Context: an optimization exercise on an open-source flow, tuned for a short achievable clock period and few clock cycles. The choices shown serve that exercise and are no tape-out recipe.
Only simulation tests tie the RTL to the original design; equivalence was not proved.
No activity file was given, so power comes from the tool's default toggle rates.

## config.mk

```make
export PLATFORM = sky130hd
export DESIGN_NAME = mips_pipeline_top
export DESIGN_NICKNAME = mips_pipeline_top
export VERILOG_FILES = /design/flow/design.v
export SDC_FILE = /design/flow/constraint.sdc
export NUM_CORES = 4
export LEC_CHECK = 0
export CAP_MARGIN = 20
export CORE_MARGIN = 2
export CORE_UTILIZATION = 40
export SETUP_SLACK_MARGIN = 3.5
export SLEW_MARGIN = 20
```

## constraint.sdc

```tcl
create_clock -name core_clock -period 7.0 [get_ports {clk}]
set_input_delay 1.4000 -clock core_clock [delete_from_list [all_inputs] [get_ports {clk}]]
set_output_delay 1.4000 -clock core_clock [all_outputs]
set_load 0.01 [all_outputs]
```

## design.v

```verilog
module mips_pipeline_top (
    input  logic        clk,
    input  logic        rst,
    input  logic [31:0] Memory_out,
    input  logic [31:0] Inst_out,
    output logic [31:0] Pc_out,
    output logic [31:0] Ex_Mem_out3,
    output logic [31:0] Ex_Mem_out4,
    output logic        Memread,
    output logic        Memwrite
);
    logic [31:0] pc, ras;
    logic        d_valid, d_pred;
    logic [31:0] d_inst, d_pc1, d_btarget, d_jrpred;
    logic        e_regwrite, e_load, e_store, e_beq, e_bne, e_jr, e_pred;
    logic        e_sub, e_and, e_or, e_slt;
    logic [4:0]  e_dest;
    logic [31:0] e_a, e_bx, e_st, e_redir, e_jrpred;
    logic        e_fwd_a, e_fwd_bp, e_fwd_bn, e_fwd_st, e_fwd_st_ld;
    logic        m_regwrite, m_load, m_store;
    logic [4:0]  m_dest;
    logic [31:0] m_result, m_result_n, m_st;
    logic [31:0] regs [32];
    logic [31:0] pc1, f_btarget, f_jtarget;
    logic [5:0]  f_op, f_fn;
    logic        f_is_j, f_is_jal, f_is_br, f_pred, f_is_jr, f_rs_eq_rt;
    assign pc1        = pc + 32'd1;
    assign f_op       = Inst_out[31:26];
    assign f_fn       = Inst_out[5:0];
    assign f_rs_eq_rt = Inst_out[25:21] == Inst_out[20:16];
    assign f_is_j     = (f_op == 6'h02) || (f_op == 6'h03);
    assign f_is_jal   = (f_op == 6'h03);
    assign f_is_br    = (f_op == 6'h04) || (f_op == 6'h05);
    assign f_pred     = (f_op == 6'h05) ? !f_rs_eq_rt : (f_rs_eq_rt || Inst_out[15]);
    assign f_is_jr    = (f_op == 6'h00) && (f_fn == 6'h08);
    assign f_btarget  = pc1 + {{16{Inst_out[15]}}, Inst_out[15:0]};
    assign f_jtarget  = {pc1[31:26], Inst_out[25:0]};
    logic [5:0]  op, fn;
    logic [4:0]  rs, rt, rd;
    assign op = d_inst[31:26];
    assign rs = d_inst[25:21];
    assign rt = d_inst[20:16];
    assign rd = d_inst[15:11];
    assign fn = d_inst[5:0];
    logic        i_regwrite, i_load, i_store, i_beq, i_bne, i_jr, i_imm, i_zext;
    logic        i_sub, i_and, i_or, i_slt, i_link, uses_rs, uses_rt;
    logic [4:0]  i_dest;
    always_comb begin
        i_regwrite = 1'b0; i_load = 1'b0; i_store = 1'b0; i_beq = 1'b0; i_bne = 1'b0;
        i_jr = 1'b0; i_imm = 1'b0; i_zext = 1'b0;
        i_sub = 1'b0; i_and = 1'b0; i_or = 1'b0; i_slt = 1'b0; i_link = 1'b0;
        uses_rs = 1'b0; uses_rt = 1'b0; i_dest = rt;
        case (op)
            6'h00: begin
                i_dest = rd;
                case (fn)
                    6'h20: begin i_regwrite = 1'b1; uses_rs = 1'b1; uses_rt = 1'b1; end
                    6'h22: begin i_regwrite = 1'b1; uses_rs = 1'b1; uses_rt = 1'b1; i_sub = 1'b1; end
                    6'h24: begin i_regwrite = 1'b1; uses_rs = 1'b1; uses_rt = 1'b1; i_and = 1'b1; end
                    6'h25: begin i_regwrite = 1'b1; uses_rs = 1'b1; uses_rt = 1'b1; i_or = 1'b1; end
                    6'h2A: begin i_regwrite = 1'b1; uses_rs = 1'b1; uses_rt = 1'b1; i_slt = 1'b1; i_sub = 1'b1; end
                    6'h08: begin i_jr = 1'b1; uses_rs = 1'b1; end
                    default: ;
                endcase
            end
            6'h08: begin i_regwrite = 1'b1; i_imm = 1'b1; uses_rs = 1'b1; end
            6'h0C: begin i_regwrite = 1'b1; i_imm = 1'b1; i_zext = 1'b1; i_and = 1'b1; uses_rs = 1'b1; end
            6'h0A: begin i_regwrite = 1'b1; i_imm = 1'b1; i_slt = 1'b1; i_sub = 1'b1; uses_rs = 1'b1; end
            6'h23: begin i_regwrite = 1'b1; i_imm = 1'b1; i_load = 1'b1; uses_rs = 1'b1; end
            6'h2B: begin i_store = 1'b1; i_imm = 1'b1; uses_rs = 1'b1; uses_rt = 1'b1; end
            6'h04: begin i_beq = 1'b1; uses_rs = 1'b1; uses_rt = 1'b1; end
            6'h05: begin i_bne = 1'b1; uses_rs = 1'b1; uses_rt = 1'b1; end
            6'h03: begin i_regwrite = 1'b1; i_link = 1'b1; i_dest = 5'd31; end
            default: ;
        endcase
        if (!d_valid) begin
            i_regwrite = 1'b0; i_load = 1'b0; i_store = 1'b0; i_beq = 1'b0; i_bne = 1'b0;
            i_jr = 1'b0; uses_rs = 1'b0; uses_rt = 1'b0;
        end
        if (i_dest == 5'd0) i_regwrite = 1'b0;
    end
    logic [31:0] wdata, rs_val, rt_val, imm_val;
    logic        m_we;
    assign m_we    = m_regwrite;
    assign wdata   = m_load ? Memory_out : m_result;
    assign rs_val  = (m_we && m_dest == rs) ? wdata : regs[rs];
    assign rt_val  = (m_we && m_dest == rt) ? wdata : regs[rt];
    assign imm_val = {(i_zext ? 16'h0000 : {16{d_inst[15]}}), d_inst[15:0]};
    logic hit_rs, hit_rt, stall;
    assign hit_rs = e_regwrite && (e_dest == rs);
    assign hit_rt = e_regwrite && (e_dest == rt);
    assign stall  = e_load && ((uses_rs && hit_rs) || (uses_rt && hit_rt && !i_store));
    logic [31:0] a, bx, st, sum, alu;
    logic        eq, taken, mispredict, slt_res;
    logic [31:0] redirect;
    assign a   = e_fwd_a ? m_result : e_a;
    assign bx  = e_fwd_bp ? m_result : e_fwd_bn ? m_result_n : e_bx;
    assign sum = a + bx + {31'd0, e_sub};
    assign slt_res = (a[31] ^ ~bx[31]) ? a[31] : sum[31];
    always_comb begin
        if (e_and)       alu = a & bx;
        else if (e_or)   alu = a | bx;
        else if (e_slt)  alu = {31'd0, slt_res};
        else             alu = sum;
    end
    assign st = e_fwd_st_ld ? Memory_out : (e_fwd_st ? m_result : e_st);
    assign eq         = (a == bx);
    assign taken      = (e_beq && eq) || (e_bne && !eq);
    assign mispredict = ((e_beq || e_bne) && (taken != e_pred)) || (e_jr && (a != e_jrpred));
    assign redirect   = e_jr ? a : e_redir;
    always_ff @(posedge clk) begin
        if (rst) begin
            pc <= '0;
            d_valid <= 1'b0;
        end else if (mispredict) begin
            pc <= redirect;
            d_valid <= 1'b0;
        end else if (!stall) begin
            if (f_is_j)                pc <= f_jtarget;
            else if (f_is_br && f_pred) pc <= f_btarget;
            else if (f_is_jr)          pc <= ras;
            else                       pc <= pc1;
            d_valid <= 1'b1;
        end
    end
    always_ff @(posedge clk) begin
        if (!stall) begin
            d_inst    <= Inst_out;
            d_pc1     <= pc1;
            d_pred    <= f_is_br && f_pred;
            d_btarget <= f_btarget;
            d_jrpred  <= ras;
        end
        if (rst) ras <= '0;
        else if (!stall && !mispredict && f_is_jal) ras <= pc1;
    end
    always_ff @(posedge clk) begin
        if (rst || mispredict || stall) begin
            e_regwrite <= 1'b0; e_load <= 1'b0; e_store <= 1'b0;
            e_beq <= 1'b0; e_bne <= 1'b0; e_jr <= 1'b0;
        end else begin
            e_regwrite <= i_regwrite; e_load <= i_load; e_store <= i_store;
            e_beq <= i_beq; e_bne <= i_bne; e_jr <= i_jr;
        end
        e_dest   <= i_dest;
        e_pred   <= d_pred;
        e_sub    <= i_sub; e_and <= i_and; e_or <= i_or; e_slt <= i_slt;
        e_a      <= i_link ? d_pc1 : rs_val;
        e_bx     <= i_link ? 32'd0 : i_imm ? (i_sub ? ~imm_val : imm_val) : (i_sub ? ~rt_val : rt_val);
        e_st     <= rt_val;
        e_fwd_a  <= hit_rs && !i_link;
        e_fwd_bp <= hit_rt && !i_imm && !i_link && !i_sub;
        e_fwd_bn <= hit_rt && !i_imm && !i_link && i_sub;
        e_fwd_st <= hit_rt;
        e_fwd_st_ld <= hit_rt && e_load;
        e_redir  <= d_pred ? d_pc1 : d_btarget;
        e_jrpred <= d_jrpred;
    end
    always_ff @(posedge clk) begin
        if (rst) begin
            m_regwrite <= 1'b0; m_load <= 1'b0; m_store <= 1'b0;
        end else begin
            m_regwrite <= e_regwrite; m_load <= e_load; m_store <= e_store;
        end
        m_dest   <= e_dest;
        m_result <= alu;
        m_result_n <= ~alu;
        m_st     <= st;
    end
    always_ff @(posedge clk) begin
        if (rst) begin
            for (int i = 0; i < 32; i++) regs[i] <= '0;
        end else if (m_we) begin
            regs[m_dest] <= wdata;
        end
    end
    assign Pc_out      = pc;
    assign Ex_Mem_out3 = m_result;
    assign Ex_Mem_out4 = m_st;
    assign Memwrite    = m_store;
    logic [31:0] g_pc;
    logic        g_d_valid;                  
    logic [31:0] g_d_inst, g_d_pc1;
    logic        g_e_regwrite, g_e_load, g_e_store, g_e_beq, g_e_bne, g_e_jr;
    logic        g_e_sub, g_e_and, g_e_or, g_e_slt;
    logic [4:0]  g_e_dest;
    logic [31:0] g_e_a, g_e_bx, g_e_st, g_e_btarget;
    logic        g_e_am, g_e_awm, g_e_awr;
    logic        g_e_bm, g_e_bmn, g_e_bwm, g_e_bwmn, g_e_bwr, g_e_bwrn;
    logic        g_e_sm, g_e_swm, g_e_swr;
    logic        g_e_an, g_e_bn, g_e_sn;           
    logic        g_m_regwrite, g_m_load, g_m_store;
    logic [4:0]  g_m_dest;
    logic [31:0] g_m_result, g_m_result_n, g_m_st;
    logic        g_w_regwrite, g_w_load;
    logic [4:0]  g_w_dest;
    logic [31:0] g_w_result, g_w_result_n, g_w_mem, g_w_mem_n;
    logic [31:0] g_regs [32];
    logic [31:0] g_inst;
    logic [5:0]  g_op, g_fn;
    logic [4:0]  g_rs, g_rt, g_rd;
    assign g_inst = g_d_valid ? g_d_inst : 32'd0;
    assign g_op = g_inst[31:26];
    assign g_rs = g_inst[25:21];
    assign g_rt = g_inst[20:16];
    assign g_rd = g_inst[15:11];
    assign g_fn = g_inst[5:0];
    logic       g_i_regwrite, g_i_load, g_i_store, g_i_beq, g_i_bne, g_i_jr, g_i_imm, g_i_zext;
    logic       g_i_sub, g_i_and, g_i_or, g_i_slt, g_i_link, g_uses_rs, g_uses_rt, g_i_jump;
    logic [4:0] g_i_dest;
    always_comb begin
        g_i_regwrite = 1'b0; g_i_load = 1'b0; g_i_store = 1'b0; g_i_beq = 1'b0; g_i_bne = 1'b0;
        g_i_jr = 1'b0; g_i_imm = 1'b0; g_i_zext = 1'b0; g_i_jump = 1'b0;
        g_i_sub = 1'b0; g_i_and = 1'b0; g_i_or = 1'b0; g_i_slt = 1'b0; g_i_link = 1'b0;
        g_uses_rs = 1'b0; g_uses_rt = 1'b0; g_i_dest = 5'd0;
        case (g_op)
            6'h00: begin
                g_i_dest = g_rd; g_uses_rs = 1'b1; g_uses_rt = 1'b1;
                case (g_fn)
                    6'h20: g_i_regwrite = 1'b1;
                    6'h22: begin g_i_regwrite = 1'b1; g_i_sub = 1'b1; end
                    6'h24: begin g_i_regwrite = 1'b1; g_i_and = 1'b1; end
                    6'h25: begin g_i_regwrite = 1'b1; g_i_or = 1'b1; end
                    6'h2A: begin g_i_regwrite = 1'b1; g_i_slt = 1'b1; g_i_sub = 1'b1; end
                    6'h08: begin g_i_jr = 1'b1; g_uses_rt = 1'b0; end
                    default: begin g_uses_rs = 1'b0; g_uses_rt = 1'b0; end
                endcase
            end
            6'h08: begin g_i_regwrite = 1'b1; g_i_imm = 1'b1; g_i_dest = g_rt; g_uses_rs = 1'b1; end
            6'h0C: begin g_i_regwrite = 1'b1; g_i_imm = 1'b1; g_i_dest = g_rt; g_i_and = 1'b1; g_i_zext = 1'b1; g_uses_rs = 1'b1; end
            6'h0A: begin g_i_regwrite = 1'b1; g_i_imm = 1'b1; g_i_dest = g_rt; g_i_slt = 1'b1; g_i_sub = 1'b1; g_uses_rs = 1'b1; end
            6'h23: begin g_i_regwrite = 1'b1; g_i_imm = 1'b1; g_i_dest = g_rt; g_i_load = 1'b1; g_uses_rs = 1'b1; end
            6'h2B: begin g_i_store = 1'b1; g_i_imm = 1'b1; g_uses_rs = 1'b1; g_uses_rt = 1'b1; end
            6'h04: begin g_i_beq = 1'b1; g_uses_rs = 1'b1; g_uses_rt = 1'b1; end
            6'h05: begin g_i_bne = 1'b1; g_uses_rs = 1'b1; g_uses_rt = 1'b1; end
            6'h02: g_i_jump = 1'b1;
            6'h03: begin g_i_jump = 1'b1; g_i_regwrite = 1'b1; g_i_link = 1'b1; g_i_dest = 5'd31; end
            default: ;
        endcase
    end
    logic [31:0] g_wdata, g_rs_val, g_rt_val, g_imm_val, g_b_val;
    logic        g_w_we;
    assign g_w_we    = g_w_regwrite && (g_w_dest != 5'd0);
    assign g_wdata   = g_w_load ? g_w_mem : g_w_result;
    assign g_rs_val  = (g_w_we && g_w_dest == g_rs) ? g_wdata : g_regs[g_rs];
    assign g_rt_val  = (g_w_we && g_w_dest == g_rt) ? g_wdata : g_regs[g_rt];
    assign g_imm_val = {(g_i_zext ? 16'h0000 : {16{g_inst[15]}}), g_inst[15:0]};
    assign g_b_val   = g_i_imm ? g_imm_val : g_rt_val;
    logic g_e_hit_rs, g_e_hit_rt, g_m_hit_rs, g_m_hit_rt, g_load_use;
    assign g_e_hit_rs = g_e_regwrite && (g_e_dest != 5'd0) && (g_e_dest == g_rs);
    assign g_e_hit_rt = g_e_regwrite && (g_e_dest != 5'd0) && (g_e_dest == g_rt);
    assign g_m_hit_rs = g_m_regwrite && (g_m_dest != 5'd0) && (g_m_dest == g_rs) && !g_e_hit_rs;
    assign g_m_hit_rt = g_m_regwrite && (g_m_dest != 5'd0) && (g_m_dest == g_rt) && !g_e_hit_rt;
    assign g_load_use = g_e_load && (g_e_dest != 5'd0) &&
                      ((g_uses_rs && g_e_dest == g_rs) || (g_uses_rt && g_e_dest == g_rt));
    logic [31:0] g_a, g_bx, g_fb, g_sum, g_alu;
    logic        g_eq, g_taken, g_slt_res;
    assign g_a  = ({32{g_e_am}}  & g_m_result) | ({32{g_e_awm}} & g_w_mem) | ({32{g_e_awr}} & g_w_result) |
                ({32{g_e_an}} & g_e_a);
    assign g_bx = ({32{g_e_bm}}  & g_m_result) | ({32{g_e_bmn}}  & g_m_result_n) |
                ({32{g_e_bwm}} & g_w_mem)    | ({32{g_e_bwmn}} & g_w_mem_n) |
                ({32{g_e_bwr}} & g_w_result) | ({32{g_e_bwrn}} & g_w_result_n) |
                ({32{g_e_bn}} & g_e_bx);
    assign g_sum     = g_a + g_bx + {31'd0, g_e_sub};
    assign g_slt_res = (g_a[31] ^ ~g_bx[31]) ? g_a[31] : g_sum[31];
    always_comb begin
        if (g_e_and)      g_alu = g_a & g_bx;
        else if (g_e_or)  g_alu = g_a | g_bx;
        else if (g_e_slt) g_alu = {31'd0, g_slt_res};
        else            g_alu = g_sum;
    end
    assign g_fb = ({32{g_e_sm}} & g_m_result) | ({32{g_e_swm}} & g_w_mem) | ({32{g_e_swr}} & g_w_result) |
                ({32{g_e_sn}} & g_e_st);
    assign g_eq    = (g_a == g_bx);
    assign g_taken = (g_e_beq && g_eq) || (g_e_bne && !g_eq) || g_e_jr;
    logic g_bubble;
    assign g_bubble = rst || g_taken || g_load_use;
    always_ff @(posedge clk) begin
        if (rst) begin
            g_pc <= '0; g_d_valid <= 1'b0;
        end else if (g_taken) begin
            g_pc <= g_e_jr ? g_a : g_e_btarget; g_d_valid <= 1'b0;
        end else if (g_load_use) begin
            g_pc <= g_pc;
        end else if (g_i_jump) begin
            g_pc <= {g_d_pc1[31:26], g_inst[25:0]}; g_d_valid <= 1'b0;
        end else begin
            g_pc <= g_pc + 32'd1; g_d_valid <= 1'b1;
        end
    end
    always_ff @(posedge clk) begin
        if (!g_load_use) begin
            g_d_inst <= Inst_out; g_d_pc1 <= g_pc + 32'd1;
        end
    end
    always_ff @(posedge clk) begin
        if (g_bubble) begin
            g_e_regwrite <= 1'b0; g_e_load <= 1'b0; g_e_store <= 1'b0;
            g_e_beq <= 1'b0; g_e_bne <= 1'b0; g_e_jr <= 1'b0;
            g_e_sub <= 1'b0; g_e_and <= 1'b0; g_e_or <= 1'b0; g_e_slt <= 1'b0;
            g_e_dest <= 5'd0;
            g_e_am <= 1'b0; g_e_awm <= 1'b0; g_e_awr <= 1'b0;
            g_e_bm <= 1'b0; g_e_bmn <= 1'b0; g_e_bwm <= 1'b0; g_e_bwmn <= 1'b0; g_e_bwr <= 1'b0; g_e_bwrn <= 1'b0;
            g_e_sm <= 1'b0; g_e_swm <= 1'b0; g_e_swr <= 1'b0;
            g_e_an <= 1'b1; g_e_bn <= 1'b1; g_e_sn <= 1'b1;
        end else begin
            g_e_regwrite <= g_i_regwrite; g_e_load <= g_i_load; g_e_store <= g_i_store;
            g_e_beq <= g_i_beq; g_e_bne <= g_i_bne; g_e_jr <= g_i_jr;
            g_e_sub <= g_i_sub; g_e_and <= g_i_and; g_e_or <= g_i_or; g_e_slt <= g_i_slt;
            g_e_dest <= g_i_dest;
            g_e_am  <= g_e_hit_rs && !g_i_link;
            g_e_awm <= g_m_hit_rs && g_m_load && !g_i_link;
            g_e_awr <= g_m_hit_rs && !g_m_load && !g_i_link;
            g_e_bm   <= g_e_hit_rt && !g_i_imm && !g_i_link && !g_i_sub;
            g_e_bmn  <= g_e_hit_rt && !g_i_imm && !g_i_link && g_i_sub;
            g_e_bwm  <= g_m_hit_rt && g_m_load && !g_i_imm && !g_i_link && !g_i_sub;
            g_e_bwmn <= g_m_hit_rt && g_m_load && !g_i_imm && !g_i_link && g_i_sub;
            g_e_bwr  <= g_m_hit_rt && !g_m_load && !g_i_imm && !g_i_link && !g_i_sub;
            g_e_bwrn <= g_m_hit_rt && !g_m_load && !g_i_imm && !g_i_link && g_i_sub;
            g_e_sm  <= g_e_hit_rt;
            g_e_swm <= g_m_hit_rt && g_m_load;
            g_e_swr <= g_m_hit_rt && !g_m_load;
            g_e_an  <= !((g_e_hit_rs || g_m_hit_rs) && !g_i_link);
            g_e_bn  <= !((g_e_hit_rt || g_m_hit_rt) && !g_i_imm && !g_i_link);
            g_e_sn  <= !(g_e_hit_rt || g_m_hit_rt);
        end
        g_e_a       <= g_i_link ? g_d_pc1 : g_rs_val;
        g_e_bx      <= g_i_link ? 32'd0 : (g_i_sub ? ~g_b_val : g_b_val);
        g_e_st      <= g_rt_val;
        g_e_btarget <= g_d_pc1 + g_imm_val;
    end
    always_ff @(posedge clk) begin
        if (rst) begin
            g_m_regwrite <= 1'b0; g_m_load <= 1'b0; g_m_store <= 1'b0; g_m_dest <= 5'd0;
            g_w_regwrite <= 1'b0; g_w_load <= 1'b0; g_w_dest <= 5'd0;
        end else begin
            g_m_regwrite <= g_e_regwrite; g_m_load <= g_e_load; g_m_store <= g_e_store; g_m_dest <= g_e_dest;
            g_w_regwrite <= g_m_regwrite; g_w_load <= g_m_load; g_w_dest <= g_m_dest;
        end
        g_m_result   <= g_alu;
        g_m_result_n <= ~g_alu;
        g_m_st       <= g_fb;
        g_w_result   <= g_m_result;
        g_w_result_n <= g_m_result_n;
        g_w_mem      <= Memory_out;
        g_w_mem_n    <= ~Memory_out;
    end
    always_ff @(posedge clk) begin
        if (rst) begin
            for (int i = 0; i < 32; i++) g_regs[i] <= '0;
        end else if (g_w_we) begin
            g_regs[g_w_dest] <= g_wdata;
        end
    end
    assign Memread = g_m_load;
endmodule
```

## run.sh

```bash
#!/bin/bash
# synth_recipe.tcl (not shown) runs the flow's synth.tcl, then flattens the netlist and writes it again
# the make line also repeats each setting of config.mk as NAME=value (left out here)
make -C /OpenROAD-flow-scripts/flow DESIGN_CONFIG=/design/flow/config.mk WORK_HOME=/design/flow/orfs CLKGATE_MAP_FILE= SYNTH_SCRIPT=/design/flow/synth_recipe.tcl finish
```

==> run notes <==
-- cells in the mapped netlist (all sizes together), types with 33 or more instances --
cell	n	area, sq um
nor2	2447	9190
edfxtp	2241	67300
mux4	1026	23100
clkbuf	841	3160
dfxtp	720	14400
nand2	666	2500
mux2i	618	6260
a21oi	341	1710
o21ai	280	1400
inv	262	983
buf	203	925
ha	193	2410
a211oi	180	1350
xnor2	166	1450
mux2	150	1690
o22ai	139	870
xor2	137	1200
nand3	127	636
a22oi	109	818
nor2b	103	644
a221oi	98	858
nor3	91	601
o21a	87	653
a21o	61	458
nand4	52	325
a31oi	43	275
nor4	41	263
and3	39	244
o211ai	38	285
a222oi	33	330
-- how the worst max path moves through the flow --
stage | start | to | slack (ns)
2_1_floorplan | pc[5]$_SDFFE_PP0P_ | pc[30]$_SDFFE_PP0P_ | 3.14
3_3_place_gp | e_fwd_a$_DFF_P_ | ras[31]$_SDFFE_PP0P_ | 1.65
3_5_place_dp | g_e_awm$_SDFF_PP0_ | g_e_bwmn$_SDFF_PP0_ | 1.69
4_1_cts | g_e_bm$_SDFF_PP0_ | g_m_result_n[0]$_DFF_P_ | 2.82
5_1_grt | g_e_bm$_SDFF_PP0_ | g_m_result_n[0]$_DFF_P_ | 2.64
6_report | g_e_bm$_SDFF_PP0_ | g_m_result_n[0]$_DFF_P_ | 2.79
-- per-layer routing --
layer,vias to the layer above,part of all wire,global-route usage,wire [um]
met3,2012,0.13,0.0855,82500
met2,8916,0.43,0.483,275000
met5,-,0.00018,0,115
met4,16,0.080,0.213,51000
met1,57500,0.36,0.421,226000
li1,44800,-,-,-
-- power breakdown --
part | internal, W | leakage [nW] | switching [W]
logic | 0.00364 | 32.9 | 0.00685
clock network | 0.0102 | 5.25 | 0.00752
registers | 0.0202 | 29.3 | 0.00129
-- final cells by class --
type	instances	area, sq um	share of cell area
clock inverter	183	1920	0.0107
multi-input combinational	7593	68800	0.382
timing repair inverter	1	7.51	0.0000417
timing repair buffer	993	11100	0.0619
antenna	26	65.1	0.000362
tap	4950	6190	0.0344
clock buffer	406	8850	0.0492
inverter	262	1000	0.00556
sequential	2961	81900	0.455
-- cell families after synthesis --
logic type                 after synthesis
AOI/OAI and AO/OA                     1567
other                                    1
DFF                                   2961
and+or+nand+nor                       3688
muxes                                 1794
xor gates and xnor gates               303
buffers and inverters                 1306
adders and majority gates              201
-- worst max-delay path: cells and delay by family (launching register included) --
kind | cells | cell delay, ns
AO/OA/AOI/OAI | 10 | 1.99
adder cells (fa/ha/maj) | 2 | 0.63
AND/OR/NAND/NOR | 3 | 0.62
flip-flops | 1 | 0.39
multiplexers | 1 | 0.27
buffers and inverters | 1 | 0.16
-- through the flow --
step | std cells | worst slack [ns] | util
2_1_floorplan | 11900 | 3.14 | -
3_3_place_gp | 16300 | 1.65 | 0.426
3_5_place_dp | 16300 | 1.69 | 0.427
4_1_cts | 17200 | 2.82 | 0.477
5_1_grt | 17400 | 2.64 | 0.487
6_report | 17400 | 2.79 | 0.487
-- repair_timing --
item / in CTS / in global routing
resized for setup: 886 / 452
setup buffers: 243 / 130
gates cloned: 56 / 19
pin swaps: 170 / 217
hold endpoints to repair: 0 / 0
hold buffers: 0 / 0
setup endpoints to repair: 1356 / 733
==> out/qor.txt <==
Gate Count Post-Synth = 11,800
Gp weighted congestion = 0.952
R2R setup slack = 2.79 ns
DRT Pass-1 Iters = 6
Skew final = 0.0735 ns
Post-layout minimum cycle time = 4.21 ns
Root Driver = clkbuf_16
Post-synthesis compound-gate area fraction = 0.0699
CTS tree = yes
Synth Area per Inst = 12.6 sq um
Crit path capture type = register
Number of max-cap violations = 0
CP dominant cell by count = o21ai_4
Xor/xnor share of the synthesized area = 0.0178
Hold WC Path Type = reg2reg
Pins Over Slew Limit = 0
GRT Total Usage = 0.326
Worst Path Required = 7.78 ns
Die W = 614 um
Status = timing/DRC/antenna clean
Max-slew headroom = 0.175
WHS Endpoint = e_jrpred[18]$_DFF_P_
# DRC = 0
Vias in the first global route = 109,000
Post-synth cell types = 89
Maximum fanout along the worst path = 7
Critical path, cell by cell = buf_12 > a222oi_1 > nand3_1 > ha_4 > a21o_1 > or3_4 > o21ai_4 > o21ai_4 > a2111oi_4 > o31ai_2 > a31oi_2 > o21ai_2 > fa_2 > mux2_4 > nand2_2 > a21oi_2 > o21bai_1
Die Y = 614 um
LEAKAGE = 67.5 nW
Layout fillers = 31,900
CTS Buf Count = 324
Most frequent cells in the layout = nor2_1, edfxtp_1, mux4_2, dfxtp_1, buf_4
R2r endpoint = g_m_result_n[0]$_DFF_P_
Initial Util = 0.403
Layout Nets = 12,400
# IOs = 164
Core area = 369,000 sq um
Clk Latency, worst-skew pair = 0.97 ns
Area Growth Syn to Fin = 21.0%
Final Power = 0.0497 W
Largest family of logic cells by synthesized area = multiplexers
Post-synthesis mux area share = 0.209
Core Rows = 223
Total global routing overflow = 0
Worst reg-to-reg path cell count = 17
Adder-cell area share of the yosys netlist = 0.0173
Routed len/inst = 36.5 um
Setup TNS = 0 ns
Max H-tree Level = 5
Die ar. = 377,000 sq um
Most common cell after layout, fill and taps aside = nor2_1
CTS max path bufs = 4
Final-report hold violation count = 0
Worst path max stage delay = 0.41 ns
Fmax = 238 MHz
RR Startpoint = g_e_bm$_SDFF_PP0_
Hold path cells = 0
WP data arrival = 4.99 ns
Slew @ Worst Pin = 1.24 ns
Hold_ws = 0.334 ns
Top Registers = g_regs (1024), regs (1024)
Critical path class = reg2reg
DRT iter0 DRCs = 17,800
Post-synth EDFFs = 2,241
Period utilisation layout = 0.601
Share of cells above drive strength 1 = 0.283
Initial antenna violation count = 34
Largest net degree at the start of global routing = 79
Setup crit start kind = register
Power density over the cells = 276 nW/um^2
First-pass GRT wire length = 859,000 um
Post-synthesis sequential area ratio = 0.549
FF+latch count, synth = 2,961
Total vias in the final route = 113,000
Final Setup Violations = 0
Simple-Gate Fraction of Synth Area = 0.103
Synth async-reset ratio = 0
CTS sink cnt = 2,961
Dpl cell area = 158,000 sq um
Hold path startpoint = d_jrpred[18]$_DFFE_PN_
Routed vias/inst = 6.52
VDD IR max = 0.233 mV
Clock-pin slew on the worst setup and hold paths = 0.06 ns
Slowest cell on crit path = a2111oi_4
Synthesis Warnings = 1
Most used DFF post-synth = edfxtp_1
Number of port buffers = 163
Antenna Nets Post-Route = 0
Drt total wl = 634,000 um
Placed wire-length estimate = 377,000 um
RSZ-0062 raised after global routing = true
Non-Filler Cell Area, Final = 180,000 sq um
Post-synthesis cell area = 149,000 sq um
Testbench counts, summed over its fixed seeds: cycles 53,514.

## re-timing with driven ports
In the flow no input, the clock included, has a driving cell. The finished layout below was timed again as built, in two steps.
Step 1 (the two cells are an assumption about what drives the block):
set clk [get_ports {clk}]
set_driving_cell -lib_cell sky130_fd_sc_hd__clkbuf_16 $clk
set_driving_cell -lib_cell sky130_fd_sc_hd__buf_2 [delete_from_list [all_inputs] $clk]
Step 2 moves the port delays by t, midway between the first and last clock arrival at a register: inputs arrive t later, outputs are due t later. That takes back most of the time a late clock gives input paths.
Three values: ideal, step 1, step 2; two values: the first two.
shift t [ns]: 1.053
setup slack, ns: 2.790 / 2.790 / 2.229
worst data-port slew with drivers (ns): 0.11
After both steps setup and hold are still met in this run. The setup slack of this run moves by 0.000 ns with the drivers and by -0.561 ns with both steps.
